From an optimization exercise on the open Yosys and OpenROAD flow, aimed at small area, a short achievable clock period and few clock cycles per item; shortcuts taken in it are not production practice.

==> run Z: inputs <==
## intra4x4_pred_engine
module intra4x4_pred_engine #(
    parameter int PIX_W    = 8,
    parameter int BLK_COLS = 64,
    parameter int BLK_ROWS = 64,
    parameter int ADDR_W   = 14
) (
    input  logic                     clk,
    input  logic                     rst_n,
    input  logic                     start,
    input  logic [1:0]               mode_cfg,
    output logic                     fetch_req,
    output logic [ADDR_W-1:0]        fetch_addr,
    input  logic                     fetch_valid,
    input  logic [4*PIX_W-1:0]       fetch_data,
    output logic                     res_valid,
    input  logic                     res_ready,
    output logic [16*(PIX_W+1)-1:0]  res_data,
    output logic [1:0]               res_mode,
    output logic [PIX_W+3:0]         res_sad,
    output logic                     busy,
    output logic                     frame_done
);
export LEC_CHECK = 0
export CAP_MARGIN = 20
export CORE_MARGIN = 2
export CORE_UTILIZATION = 40
export SLEW_MARGIN = 20
create_clock -name core_clock -period 20.0 [get_ports {clk}]
standard.sh (not shown) runs the stock make flow with config.mk's settings and CLKGATE_MAP_FILE= SYNTH_SCRIPT=/design/flow/synth_recipe.tcl, a recipe that flattens the netlist after the stock synthesis.
==> flow/flow/run.sh <==
#!/bin/bash
# Standard ORFS layout with a larger setup repair margin and no CTS dummy loads.
bash standard.sh SETUP_SLACK_MARGIN=14.6 "CTS_ARGS=-sink_clustering_enable -repair_clock_nets -dont_use_dummy_load" finish > standard.log 2>&1
==> run X: changes against run Z <==
--- a/flow/design.v
+++ b/flow/design.v
@@ -32,50 +32,58 @@
     localparam int WTAP  = 8;                          
     logic               running;        
     logic               idle;           
     logic               nreq;           
     logic               nvalid;         
     logic [1:0]         mode_q;
     logic [CNT_W-1:0]   fcnt;           
+    logic [CNT_W-1:0]   fcnt_inc;       
+    logic               flast;          
     logic               fdone;          
     logic [CNT_W:0]     ecnt;           
     logic [LAG_W-1:0]   lag;            
     logic               lagz;           
     logic               lastres;        
     logic [ROW_W-1:0]   fifo [4];
     logic [1:0]         wptr, rptr, rptr_n;
     logic [2:0]         fcount, fcount_n;
     logic               fnz;            
     logic               xfer, ev, pop, hs;
     logic [1:0]         er;             
     logic               e_flush;        
     logic               e_flush_ok;     
     logic               e_res;          
-    logic               e_sel;          
     assign xfer       = !nreq && fetch_valid;
     assign hs         = !nvalid && res_ready;
     assign er         = ecnt[1:0];
     assign e_flush    = ecnt[CNT_W];
     assign e_flush_ok = (ecnt[CNT_W-1:2] == '0) && (er != 2'd3);
     assign e_res      = (er == 2'd2) && (ecnt[CNT_W:2] != '0);
-    assign e_sel      = (er == 2'd1) && (ecnt[CNT_W:2] != '0);
     assign ev         = lagz && (e_flush ? e_flush_ok : fnz) && !(e_res && !nvalid);
     assign pop        = ev && !e_flush;
     assign rptr_n     = rptr + 2'(pop);
-    assign fcount_n   = fcount + 3'(xfer) - 3'(pop);
+    logic [2:0]         fc_x, fc_nx;    
+    logic               fr_x, fr_nx;    
+    assign fc_x       = fcount + 3'd1 - 3'(pop);
+    assign fc_nx      = fcount - 3'(pop);
+    assign fcount_n   = xfer ? fc_x : fc_nx;
+    assign fr_x       = !(fdone || flast) && (fc_x != 3'd4);
+    assign fr_nx      = !fdone && (fc_nx != 3'd4);
     assign fetch_addr = {fcnt[CNT_W-1 -: BR_W], fcnt[1:0], fcnt[2 +: COL_W]};
     assign busy       = running;
     always_ff @(posedge clk or negedge rst_n) begin
         if (!rst_n) begin
             running    <= 1'b0;
             idle       <= 1'b1;
             nreq       <= 1'b1;
             nvalid     <= 1'b1;
             mode_q     <= '0;
             fcnt       <= '0;
+            fcnt_inc   <= CNT_W'(1);
+            flast      <= 1'b0;
             fdone      <= 1'b0;
             ecnt       <= '0;
             lag        <= '0;
             lagz       <= 1'b1;
             lastres    <= 1'b0;
             wptr       <= '0;
             rptr       <= '0;
@@ -89,50 +97,52 @@
             if (idle) begin
                 if (start) begin
                     running   <= 1'b1;
                     idle      <= 1'b0;
                     nreq      <= 1'b0;
                     mode_q    <= mode_cfg;
                     fcnt      <= '0;
+                    fcnt_inc  <= CNT_W'(1);
+                    flast     <= 1'b0;
                     fdone     <= 1'b0;
                     ecnt      <= '0;
                     lag       <= '0;
                     lagz      <= 1'b1;
                     lastres   <= 1'b0;
                     wptr      <= '0;
                     rptr      <= '0;
                     fcount    <= '0;
                     fnz       <= 1'b0;
                     fetch_req <= 1'b1;
                 end
             end else begin
                 if (xfer) begin
-                    fcnt <= fcnt + CNT_W'(1);
-                    wptr <= wptr + 2'd1;
-                    if (fcnt == CNT_W'(NROWS - 1)) fdone <= 1'b1;
+                    fcnt     <= fcnt_inc;
+                    fcnt_inc <= fcnt_inc + CNT_W'(1);
+                    flast    <= (fcnt_inc == CNT_W'(NROWS - 1));
+                    wptr     <= wptr + 2'd1;
+                    if (flast) fdone <= 1'b1;
                 end
                 fcount <= fcount_n;
-                fnz    <= (fcount_n != 3'd0);
+                fnz    <= xfer ? (fc_x != 3'd0) : (fc_nx != 3'd0);
                 rptr   <= rptr_n;
                 if (ev) ecnt <= ecnt_n;
                 if (ev || ecnt == '0) begin
                     lag  <= '0;
                     lagz <= 1'b1;
                 end else begin
                     lag  <= lag + LAG_W'(1);
                     lagz <= (lag == LAG_W'(RING - 1));
                 end
-                if (!nreq && !fetch_valid) begin
-                    fetch_req <= 1'b1;
-                    nreq      <= 1'b0;
+                if (nreq) begin
+                    fetch_req <= fr_nx;
+                    nreq      <= !fr_nx;
                 end else begin
-                    fetch_req <= !(fdone || (xfer && fcnt == CNT_W'(NROWS - 1)))
-                              && (fcount_n != 3'd4);
-                    nreq      <= fdone || (xfer && fcnt == CNT_W'(NROWS - 1))
-                              || (fcount_n == 3'd4);
+                    fetch_req <= fetch_valid ? fr_x : 1'b1;
+                    nreq      <= fetch_valid ? !fr_x : 1'b0;
                 end
                 if (ev && e_res) begin
                     res_valid <= 1'b1;
                     nvalid    <= 1'b0;
                     if (e_flush) lastres <= 1'b1;
                 end else if (hs) begin
                     res_valid <= 1'b0;
@@ -208,49 +218,56 @@
             pred_sad[0][c] = dcr;
             pred_sad[1][c] = chain[3][ROW_W-1 -: PIX_W];    
             pred_sad[2][c] = t_q[c];
             for (int m = 0; m < 3; m++)
                 dd[m][c] = sdiff(x_row[c*PIX_W +: PIX_W], pred_sad[m][c]);
         end
     end
+    logic               p_v, p_row0, p_row3, p_tav, p_lav;
+    logic               a_v, a_tav, a_lav;
     always_ff @(posedge clk) begin
-        if (ev) begin
+        p_v    <= pop;
+        p_row0 <= (er == 2'd0);
+        p_row3 <= (er == 2'd3);
+        p_tav  <= (ecnt[2 + COL_W +: BR_W] != '0);
+        p_lav  <= (ecnt[2 +: COL_W] != '0);
+        for (int m = 0; m < 3; m++) begin
+            pa[m] <= (PIX_W+1)'(mag(dd[m][0])) + (PIX_W+1)'(mag(dd[m][1]))
+                   + (PIX_W+1)'(dd[m][0][PIX_W]);
+            pb[m] <= (PIX_W+1)'(mag(dd[m][2])) + (PIX_W+1)'(mag(dd[m][3]))
+                   + (PIX_W+1)'(dd[m][2][PIX_W]);
+            sa[m] <= dd[m][1][PIX_W];
+            sb[m] <= dd[m][3][PIX_W];
+        end
+        a_v   <= p_v && p_row3;
+        a_tav <= p_tav;
+        a_lav <= p_lav;
+        if (p_v) begin
             for (int m = 0; m < 3; m++) begin
-                pa[m] <= (PIX_W+1)'(mag(dd[m][0])) + (PIX_W+1)'(mag(dd[m][1]))
-                       + (PIX_W+1)'(dd[m][0][PIX_W]);
-                pb[m] <= (PIX_W+1)'(mag(dd[m][2])) + (PIX_W+1)'(mag(dd[m][3]))
-                       + (PIX_W+1)'(dd[m][2][PIX_W]);
-                sa[m] <= dd[m][1][PIX_W];
-                sb[m] <= dd[m][3][PIX_W];
-                acc[m] <= ((er == 2'd1) ? SAD_W'(0) : acc[m])
+                acc[m] <= (p_row0 ? SAD_W'(0) : acc[m])
                         + SAD_W'(pa[m]) + SAD_W'(pb[m])
                         + SAD_W'(sa[m]) + SAD_W'(sb[m]);
             end
         end
     end
     logic [COL_W-1:0]   e_bc;
     logic [BR_W-1:0]    e_br;
     logic               n_tav, n_lav;   
-    logic               p_tav, p_lav;   
     logic [CNT_W:0]     ecnt_n;
     logic [SAD_W-1:0]   dc_sum, dc_tmp;
     assign ecnt_n = ecnt + (CNT_W+1)'(1);
     assign e_bc   = ecnt_n[2 +: COL_W];
     assign e_br   = ecnt_n[2 + COL_W +: BR_W];
     always_ff @(posedge clk) begin
         if (idle) begin
             n_lav <= 1'b1;
             n_tav <= 1'b0;
-            p_lav <= 1'b1;
-            p_tav <= 1'b1;
         end else if (ev) begin
             n_lav <= (e_bc != COL_W'(BLK_COLS - 1));
             n_tav <= (e_br != '0) || (e_bc == COL_W'(BLK_COLS - 1));
-            p_lav <= (e_bc != COL_W'(1));
-            p_tav <= (e_bc == '0) ? (e_br != BR_W'(1)) : (e_br != '0);
         end
     end
     always_comb begin
         dc_sum = SAD_W'(psum) + SAD_W'(x_row[ROW_W-1 -: PIX_W]);
         if (n_tav && n_lav)  dc_tmp = (SAD_W'(sum_t_q) + dc_sum + SAD_W'(4)) >> 3;
         else if (n_tav)      dc_tmp = (SAD_W'(sum_t_q) + SAD_W'(2)) >> 2;
         else if (n_lav)      dc_tmp = (dc_sum + SAD_W'(2)) >> 2;
@@ -271,31 +288,31 @@
     logic [1:0]         sel;
     logic [SAD_W-1:0]   sad_sel;
     logic               v_lt_dc, h_lt_dc, h_lt_v, pick_v, pick_h;
     always_comb begin
         v_lt_dc = acc[2] < acc[0];
         h_lt_dc = acc[1] < acc[0];
         h_lt_v  = acc[1] < acc[2];
-        pick_v  = p_tav && v_lt_dc;
-        pick_h  = p_lav && (pick_v ? h_lt_v : h_lt_dc);
+        pick_v  = a_tav && v_lt_dc;
+        pick_h  = a_lav && (pick_v ? h_lt_v : h_lt_dc);
         sel = 2'b00;
         case (mode_q)
-            2'b01: if (p_lav) sel = 2'b01;
-            2'b10: if (p_tav) sel = 2'b10;
+            2'b01: if (a_lav) sel = 2'b01;
+            2'b10: if (a_tav) sel = 2'b10;
             2'b11: sel = pick_h ? 2'b01 : (pick_v ? 2'b10 : 2'b00);
             default: sel = 2'b00;
         endcase
         case (sel)
             2'b01:   sad_sel = acc[1];
             2'b10:   sad_sel = acc[2];
             default: sad_sel = acc[0];
         endcase
     end
     always_ff @(posedge clk) begin
-        if (ev && e_sel) begin
+        if (a_v) begin
             sel_q <= sel;
             sad_q <= sad_sel;
         end
     end
     logic [PIX_W-1:0]   pred;
     logic [16*RES_W-1:0] res_sel;
     always_comb begin
==> flow/flow/run.sh (replaced) <==
#!/bin/bash
# Standard ORFS layout with a larger setup repair margin, no CTS dummy loads, larger sink clusters.
bash standard.sh SETUP_SLACK_MARGIN=14.6 "CTS_ARGS=-sink_clustering_enable -repair_clock_nets -dont_use_dummy_load -sink_clustering_size 25 -sink_clustering_max_diameter 80" finish > standard.log 2>&1
==> run Y: changes against run Z <==
--- a/flow/design.v
+++ b/flow/design.v
@@ -26,18 +26,15 @@
     localparam int COL_W = $clog2(BLK_COLS);
     localparam int BR_W  = $clog2(BLK_ROWS);
     localparam int CNT_W = BR_W + COL_W + 2;           
     localparam int NROWS = BLK_ROWS * BLK_COLS * 4;    
     localparam int RING  = BLK_COLS * 4;               
     localparam int LAG_W = $clog2(RING);
     localparam int WTAP  = 8;                          
-    logic               running;        
-    logic               idle;           
-    logic               nreq;           
-    logic               nvalid;         
+    logic               running;
     logic [1:0]         mode_q;
     logic [CNT_W-1:0]   fcnt;           
     logic               fdone;          
     logic [CNT_W:0]     ecnt;           
     logic [LAG_W-1:0]   lag;            
     logic               lagz;           
     logic               lastres;        
@@ -47,33 +44,31 @@
     logic               fnz;            
     logic               xfer, ev, pop, hs;
     logic [1:0]         er;             
     logic               e_flush;        
     logic               e_flush_ok;     
     logic               e_res;          
     logic               e_sel;          
-    assign xfer       = !nreq && fetch_valid;
-    assign hs         = !nvalid && res_ready;
+    assign xfer       = fetch_req && fetch_valid;
+    assign hs         = res_valid && res_ready;
     assign er         = ecnt[1:0];
     assign e_flush    = ecnt[CNT_W];
     assign e_flush_ok = (ecnt[CNT_W-1:2] == '0) && (er != 2'd3);
     assign e_res      = (er == 2'd2) && (ecnt[CNT_W:2] != '0);
     assign e_sel      = (er == 2'd1) && (ecnt[CNT_W:2] != '0);
-    assign ev         = lagz && (e_flush ? e_flush_ok : fnz) && !(e_res && !nvalid);
+    assign ev         = running && lagz && (e_flush ? e_flush_ok : fnz)
+                     && !(e_res && res_valid);
     assign pop        = ev && !e_flush;
     assign rptr_n     = rptr + 2'(pop);
     assign fcount_n   = fcount + 3'(xfer) - 3'(pop);
     assign fetch_addr = {fcnt[CNT_W-1 -: BR_W], fcnt[1:0], fcnt[2 +: COL_W]};
     assign busy       = running;
     always_ff @(posedge clk or negedge rst_n) begin
         if (!rst_n) begin
             running    <= 1'b0;
-            idle       <= 1'b1;
-            nreq       <= 1'b1;
-            nvalid     <= 1'b1;
             mode_q     <= '0;
             fcnt       <= '0;
             fdone      <= 1'b0;
             ecnt       <= '0;
             lag        <= '0;
             lagz       <= 1'b1;
             lastres    <= 1'b0;
@@ -82,19 +77,17 @@
             fcount     <= '0;
             fnz        <= 1'b0;
             fetch_req  <= 1'b0;
             res_valid  <= 1'b0;
             frame_done <= 1'b0;
         end else begin
             frame_done <= hs && lastres;
-            if (idle) begin
+            if (!running) begin
                 if (start) begin
                     running   <= 1'b1;
-                    idle      <= 1'b0;
-                    nreq      <= 1'b0;
                     mode_q    <= mode_cfg;
                     fcnt      <= '0;
                     fdone     <= 1'b0;
                     ecnt      <= '0;
                     lag       <= '0;
                     lagz      <= 1'b1;
                     lastres   <= 1'b0;
@@ -109,42 +102,33 @@
                     fcnt <= fcnt + CNT_W'(1);
                     wptr <= wptr + 2'd1;
                     if (fcnt == CNT_W'(NROWS - 1)) fdone <= 1'b1;
                 end
                 fcount <= fcount_n;
                 fnz    <= (fcount_n != 3'd0);
                 rptr   <= rptr_n;
-                if (ev) ecnt <= ecnt_n;
+                if (ev) ecnt <= ecnt + (CNT_W+1)'(1);
                 if (ev || ecnt == '0) begin
                     lag  <= '0;
                     lagz <= 1'b1;
                 end else begin
                     lag  <= lag + LAG_W'(1);
                     lagz <= (lag == LAG_W'(RING - 1));
                 end
-                if (!nreq && !fetch_valid) begin
+                if (fetch_req && !fetch_valid)
                     fetch_req <= 1'b1;
-                    nreq      <= 1'b0;
-                end else begin
+                else
                     fetch_req <= !(fdone || (xfer && fcnt == CNT_W'(NROWS - 1)))
                               && (fcount_n != 3'd4);
-                    nreq      <= fdone || (xfer && fcnt == CNT_W'(NROWS - 1))
-                              || (fcount_n == 3'd4);
-                end
                 if (ev && e_res) begin
                     res_valid <= 1'b1;
-                    nvalid    <= 1'b0;
                     if (e_flush) lastres <= 1'b1;
                 end else if (hs) begin
                     res_valid <= 1'b0;
-                    nvalid    <= 1'b1;
-                    if (lastres) begin
-                        running <= 1'b0;
-                        idle    <= 1'b1;
-                    end
+                    if (lastres) running <= 1'b0;
                 end
             end
         end
     end
     logic [ROW_W-1:0]   x_row;
     always_ff @(posedge clk) begin
         if (xfer) fifo[wptr] <= fetch_data;
@@ -225,67 +209,60 @@
                         + SAD_W'(pa[m]) + SAD_W'(pb[m])
                         + SAD_W'(sa[m]) + SAD_W'(sb[m]);
             end
         end
     end
     logic [COL_W-1:0]   e_bc;
     logic [BR_W-1:0]    e_br;
-    logic               n_tav, n_lav;   
-    logic               p_tav, p_lav;   
-    logic [CNT_W:0]     ecnt_n;
+    logic               n_tav, n_lav;
     logic [SAD_W-1:0]   dc_sum, dc_tmp;
-    assign ecnt_n = ecnt + (CNT_W+1)'(1);
-    assign e_bc   = ecnt_n[2 +: COL_W];
-    assign e_br   = ecnt_n[2 + COL_W +: BR_W];
-    always_ff @(posedge clk) begin
-        if (idle) begin
-            n_lav <= 1'b1;
-            n_tav <= 1'b0;
-            p_lav <= 1'b1;
-            p_tav <= 1'b1;
-        end else if (ev) begin
-            n_lav <= (e_bc != COL_W'(BLK_COLS - 1));
-            n_tav <= (e_br != '0) || (e_bc == COL_W'(BLK_COLS - 1));
-            p_lav <= (e_bc != COL_W'(1));
-            p_tav <= (e_bc == '0) ? (e_br != BR_W'(1)) : (e_br != '0);
-        end
-    end
+    assign e_bc = ecnt[2 +: COL_W];
+    assign e_br = ecnt[2 + COL_W +: BR_W];
     always_comb begin
+        n_lav  = (e_bc != COL_W'(BLK_COLS - 1));
+        n_tav  = (e_br != '0) || (e_bc == COL_W'(BLK_COLS - 1));
         dc_sum = SAD_W'(psum) + SAD_W'(x_row[ROW_W-1 -: PIX_W]);
         if (n_tav && n_lav)  dc_tmp = (SAD_W'(sum_t_q) + dc_sum + SAD_W'(4)) >> 3;
         else if (n_tav)      dc_tmp = (SAD_W'(sum_t_q) + SAD_W'(2)) >> 2;
         else if (n_lav)      dc_tmp = (dc_sum + SAD_W'(2)) >> 2;
         else                 dc_tmp = SAD_W'(1) << (PIX_W - 1);
     end
     always_ff @(posedge clk) begin
-        if (idle) begin
+        if (!running) begin
             dcr  <= 8'd128;                                  
         end else if (ev && er == 2'd3) begin
             dcr  <= dc_tmp[PIX_W-1:0];
             dcr2 <= dcr;
         end
         if (ev && er == 2'd2)
             psum <= (PIX_W+2)'(x_row[ROW_W-1 -: PIX_W])
                   + (PIX_W+2)'(chain[0][ROW_W-1 -: PIX_W])
                   + (PIX_W+2)'(chain[1][ROW_W-1 -: PIX_W]);
     end
+    logic               p_tav, p_lav;
     logic [1:0]         sel;
     logic [SAD_W-1:0]   sad_sel;
-    logic               v_lt_dc, h_lt_dc, h_lt_v, pick_v, pick_h;
     always_comb begin
-        v_lt_dc = acc[2] < acc[0];
-        h_lt_dc = acc[1] < acc[0];
-        h_lt_v  = acc[1] < acc[2];
-        pick_v  = p_tav && v_lt_dc;
-        pick_h  = p_lav && (pick_v ? h_lt_v : h_lt_dc);
+        p_lav = (e_bc != COL_W'(1));
+        p_tav = (e_bc == '0) ? (e_br != BR_W'(1)) : (e_br != '0);
         sel = 2'b00;
+        sad_sel = acc[0];
         case (mode_q)
             2'b01: if (p_lav) sel = 2'b01;
             2'b10: if (p_tav) sel = 2'b10;
-            2'b11: sel = pick_h ? 2'b01 : (pick_v ? 2'b10 : 2'b00);
+            2'b11: begin
+                if (p_tav && acc[2] < sad_sel) begin
+                    sel = 2'b10;
+                    sad_sel = acc[2];
+                end
+                if (p_lav && acc[1] < sad_sel) begin
+                    sel = 2'b01;
+                    sad_sel = acc[1];
+                end
+            end
             default: sel = 2'b00;
         endcase
         case (sel)
             2'b01:   sad_sel = acc[1];
             2'b10:   sad_sel = acc[2];
             default: sad_sel = acc[0];
         endcase
==> flow/run.sh (new file) <==
#!/bin/bash
# synth_recipe.tcl (not shown) runs the flow's synth.tcl, then flattens the netlist and writes it again
# the make line also repeats each setting of config.mk as NAME=value (left out here)
make -C /OpenROAD-flow-scripts/flow DESIGN_CONFIG=/design/flow/config.mk WORK_HOME=/design/flow/orfs CLKGATE_MAP_FILE= SYNTH_SCRIPT=/design/flow/synth_recipe.tcl finish
CTS_BUF_LIST = sky130_fd_sc_hd__clkbuf_8   (was not set)
CTS_CLUSTER_SIZE = 30   (was not set)
removed: flow/flow/run.sh
removed: flow/standard.sh
==> run_results.csv <==
group,metric,value,unit
yosys,ys_ff_latch,2850,
finish,inv_count,249,
global_routing,grt_pass1_vias,40000,
route,met3WireLength,8.58,mm
yosys,synth_cells,5537,
finish,buf_share,1.71,%
clocking,cts_made_buffers,147,
yosys,synth_xor_area_share,3.84,%
finish,sh_seq_area,67.9,%
yosys,synth-compound-area-share,6.26,%
critical_path,crit_path_max_incr_delay,0.48,ns
finish,diodes,4,
outcome,status,"timing/DRC/antenna clean",
finish,final_cell_area,93100,sq um
finish,n_clock_buffer,147,
global_routing,antenna_found_initial,22,
floorplanning,tap_cells,2805,
finish,nNetsFinal,6382,
Source of the figures above: run X

==> run_results.csv <==
group,metric,value,unit
outcome,status,"timing/DRC/antenna clean",
finish,nNetsFinal,6563,
finish,n_clock_buffer,293,
finish,diodes,5,
critical_path,crit_path_max_incr_delay,0.41,ns
global_routing,antenna_found_initial,11,
yosys,synth-compound-area-share,6.28,%
job,timing.max_cap.violations,0,
critical_path,rr_worst_depth,16,
global_routing,grt_pass1_vias,41900,
route,met3WireLength,8.42,mm
finish,buf_share,1.74,%
floorplanning,tap_cells,2821,
placement,hpwl,112,mm
yosys,synth_xor_area_share,3.88,%
yosys,ys_ff_latch,2829,
finish,sh_seq_area,64.7,%
Source of the figures above: run Z

==> run_results.csv <==
group,metric,value,unit
outcome,status,"timing/DRC/antenna clean",
finish,sh_seq_area,63.4,%
critical_path,crit_path_max_incr_delay,0.68,ns
finish,n_clock_buffer,528,
finish,buf_share,2.35,%
route,met3WireLength,10.0,mm
route,drc,0,
yosys,synth_cells,5626,
yosys,synth_xor_area_share,3.38,%
finish,final_cell_area,99600,sq um
global_routing,antenna_found_initial,19,
global_routing,grtUsageTotal,15.9,%
yosys,ys_ff_latch,2822,
finish,nNetsFinal,6736,
floorplanning,tap_cells,2821,
yosys,synth-compound-area-share,6.05,%
clocking,cts_made_buffers,434,
global_routing,grt_pass1_vias,43800,
Source of the figures above: run Y

Function was not checked in any run of this note: the RTL went through the layout flow alone.

what the ideal ports hide:
In the flow no input, the clock included, has a driving cell. The finished layouts below were timed again as built, in two steps.
Step 1, drivers: a clkbuf_16 drives clk and a buf_2 each remaining input, both assumed.
Step 2 moves the port delays by t, midway between the first and last clock arrival at a register: inputs arrive t later, outputs are due t later. That takes back most of the time a late clock gives input paths.
Slacks: ideal / step 1 / step 2; pairs: ideal / step 1.
run | t, ns | setup WS [ns] | worst setup path at the end | slew at the worst register clock pin (ns) | pins driven straight from the clock port
run Z | 0.958 | 14.536 / 14.449 / 13.914 | input to register | 0.06 / 0.06 | 1
run X | 0.840 | 14.555 / 14.471 / 13.756 | input to register | 0.10 / 0.10 | 1
run Y | 1.107 | 13.698 / 13.612 / 13.603 | input to register | 0.07 / 0.07 | 1
After both steps every run listed still meets setup and hold. The setup slack of run X, which loses most, moves by -0.084 ns with the drivers and by -0.799 ns with both steps.
